What follows belongs to an exercise in optimizing a design on an open flow for small area, a short achievable clock period and few clock cycles per item; a production flow would make more cautious choices.
In this exercise RTL edits were held to simulation tests only and were not proved equivalent to the original.
Power is estimated from default activity; no workload was simulated.

==> flow/design.v (excerpt) <==
module pp_reduction_sequencer #(
    parameter int WIDTH  = 128,
    parameter int MAX_PP = 16,
    parameter int CNT_W  = 5
) (
    input  logic             clk,
    input  logic             rst,
    input  logic             start,
    input  logic [CNT_W-1:0] pp_count,
    output logic             busy,
    output logic             err,
    input  logic             in_valid,
    output logic             in_ready,
    input  logic [WIDTH-1:0] in_pp0,
    input  logic [WIDTH-1:0] in_pp1,
    output logic             out_valid,
    input  logic             out_ready,
    output logic [WIDTH-1:0] out_result
);
Settings: LEC_CHECK=0, ABC_AREA=1, CAP_MARGIN=20, CORE_MARGIN=2, CORE_UTILIZATION=40, SLEW_MARGIN=20; clock period 4.0 ns.
standard.sh (not shown) runs the stock make flow with config.mk's settings and CLKGATE_MAP_FILE= SYNTH_SCRIPT=/design/flow/synth_recipe.tcl, a recipe that flattens the netlist after the stock synthesis.
==> flow/flow/run.sh <==
#!/bin/bash
# Standard ORFS layout, except that the port buffers are plain buf_1 cells
# (resizing may still upsize them) instead of the default delay buffers.
set -euo pipefail
bash standard.sh BUFFER_PORTS_ARGS="-buffer_cell sky130_fd_sc_hd__buf_1" finish > make_finish.log 2>&1
Testbench counts at the start, summed over its fixed seeds: cycles 8,944, items 2,000.
Rerun with:
--- a/flow/config.mk
+++ b/flow/config.mk
@@ -8 +7,0 @@
-export ABC_AREA = 1
@@ -11 +10,2 @@
-export CORE_UTILIZATION = 40
+export CORE_UTILIZATION = 65
+export PLACE_DENSITY = 0.85
What happened: This time the run finished but fails on negative setup slack. Setup slack got worse by 0.20 ns. Non-clock buffer count went up by 46. Design area is lower by 7.0%. Cell count shrinks by 30%. Sequential cell count stays the same. First-iteration DRC count goes down by 16%. Sequential share of layout area rose by 1.5 points. Total power increases by 5.4%. Via count decreases by 20%.
Rerun with:
--- a/flow/config.mk
+++ b/flow/config.mk
@@ -10,2 +10 @@
-export CORE_UTILIZATION = 65
-export PLACE_DENSITY = 0.85
+export CORE_UTILIZATION = 40
@@ -12,0 +12 @@
+export SYNTH_HIERARCHICAL = 1
What happened:
- The changed run completed, yet does not pass: negative setup slack
- hold slack got worse by 0.0086 ns
- clock-buffer cell count shrinks by 3
- core utilization shrinks by 29 points
- clock skew goes down by 0.0095 ns
- sequential share of layout area goes down by 5.6 points
- combinational power rises by 63%
Rerun with:
==> flow/flow/run.sh (replaced) <==
#!/bin/bash
# Standard ORFS layout, except that the port buffers are plain buf_1 cells
# (resizing may still upsize them) instead of the default delay buffers, and
# that after global routing the resizer downsizes cells on paths with slack.
set -euo pipefail
bash standard.sh BUFFER_PORTS_ARGS="-buffer_cell sky130_fd_sc_hd__buf_1" RECOVER_POWER=100 finish > make_finish.log 2>&1
--- a/flow/config.mk
+++ b/flow/config.mk
@@ -12 +11,0 @@
-export SYNTH_HIERARCHICAL = 1
Outcome: The changed run completed, yet does not pass: max-capacitance violations, max-slew violations. Setup slack is better by 0.56 ns. Design area is lower by 26%. Cell count fell by 29%.

========
== indigo ==
pp_reduction_sequencer again, from the RTL that the note above started with.
export LEC_CHECK = 0
export CAP_MARGIN = 20
export CORE_MARGIN = 2
export CORE_UTILIZATION = 40
export SETUP_SLACK_MARGIN = 0.5
export SLEW_MARGIN = 20
create_clock -name core_clock -period 4.0 [get_ports {clk}]
==> flow/flow/run.sh <==
#!/bin/bash
# Standard ORFS layout, except that the port buffers are plain buf_1 cells
# (resizing may still upsize them) instead of the default delay buffers.
set -euo pipefail
bash standard.sh BUFFER_PORTS_ARGS="-buffer_cell sky130_fd_sc_hd__buf_1" finish > make_finish.log 2>&1
indigo reached the final stage; the timing, DRC and antenna checks on its layout passed.
Testbench counts of indigo, summed over its fixed seeds: cycles 8,944, items 2,000.
diff inputs: indigo => willow
- SETUP_SLACK_MARGIN removed (was 0.5)
==> flow/flow/run.sh <==
#!/bin/bash
# Standard ORFS layout with two changes: synthesis maps all logic through ABC
# (no separate full/half-adder extraction), and the port buffers are plain
# buf_1 cells instead of the default delay buffers.
set -euo pipefail
bash standard.sh ADDER_MAP_FILE= BUFFER_PORTS_ARGS="-buffer_cell sky130_fd_sc_hd__buf_1" finish > make_finish.log 2>&1
==> comparison <==
Per the comparison of willow with indigo, global-route usage now larger, buffers inserted during post-CTS setup optimization went down 28%, power share of the clock group went down by 2.8 points, path depth of the worst reg2reg path down 1. Most frequent standard cell in the layout excluding fill and tap cells: sky130_fd_sc_hd__buf_4 -> willow, sky130_fd_sc_hd__buf_1 -> indigo. Cmp willow vs indigo: via count of the first global-routing pass higher in willow. Complete run, failing final checks: willow, reason negative setup slack. Post-synthesis xor/xnor area fraction (willow over indigo): increase, 20 points. For the number of well taps, willow came in about 11% higher than indigo did.

========
Setup of the previous run:
pp_reduction_sequencer again, from the RTL that the note above started with.
==> flow/config.mk <==
export PLATFORM = sky130hd
export DESIGN_NAME = pp_reduction_sequencer
export DESIGN_NICKNAME = pp_reduction_sequencer
export VERILOG_FILES = /design/flow/design.v
export SDC_FILE = /design/flow/constraint.sdc
export NUM_CORES = 4
export LEC_CHECK = 0
export CAP_MARGIN = 0
export CORE_MARGIN = 2
export CORE_UTILIZATION = 40
export SLEW_MARGIN = 0
==> flow/constraint.sdc <==
create_clock -name core_clock -period 4.0 [get_ports {clk}]
set_input_delay 0.8000 -clock core_clock [delete_from_list [all_inputs] [get_ports {clk}]]
set_output_delay 0.8000 -clock core_clock [all_outputs]
set_load 0.01 [all_outputs]
==> flow/flow/run.sh <==
#!/bin/bash
# Standard ORFS layout, except that the port buffers are plain buf_1 cells
# (resizing may still upsize them) instead of the default delay buffers.
set -euo pipefail
bash standard.sh BUFFER_PORTS_ARGS="-buffer_cell sky130_fd_sc_hd__buf_1" finish > make_finish.log 2>&1
Testbench counts of the previous run, summed over its fixed seeds: cycles 8,944, items 2,000.
## Diff of input files: the current run against the previous run
diff --git a/flow/config.mk b/flow/config.mk
--- a/flow/config.mk
+++ b/flow/config.mk
@@ -6,6 +6,6 @@
 export NUM_CORES = 4
 export LEC_CHECK = 0
-export CAP_MARGIN = 0
+export CAP_MARGIN = 20
 export CORE_MARGIN = 2
 export CORE_UTILIZATION = 40
-export SLEW_MARGIN = 0
+export SLEW_MARGIN = 20
[summary]
~same combinational power in the current run and the previous run
Via count came out exactly the same in the current run and the previous run.
Reported for the current run and the previous run, setup slack turned out identical to the last digit.

==> separate check: timing with driven ports <==
How much do the figures lean on ideal ports? The routed layouts below were timed once more, with nothing changed but the port constraints.
Step 1: set_driving_cell puts a clkbuf_16 on clk and a buf_2 on each other input, an assumption about the parent block.
Step 2 also shifts input and output timing later by t, the mid clock arrival at the registers, as if the neighbouring blocks saw the same clock.
a / b / c = ideal ports / drivers / drivers and shift; a / b = the first two.
run	t (ns)	setup WS [ns]	pins driven straight from the clock port
the first run of note 1	0.502	0.137 / 0.082 / 0.043	1
the second run of note 1	0.473	-0.067 / -0.121 / -0.348	1
the third run of note 1	0.534	-0.504 / -0.562 / -0.049	1
the fourth run of note 1	0.498	0.057 / 0.006 / -0.142	1
indigo	0.485	0.087 / 0.036 / -0.160	1
willow	0.545	-1.224 / -1.279 / -1.049	1
the previous run	0.498	0.054 / 0.003 / -0.142	1
the current run	0.498	0.054 / 0.003 / -0.142	1
For the second run of note 1, which loses most, drivers alone change the setup slack by -0.054 ns; drivers and shift together by -0.281 ns.
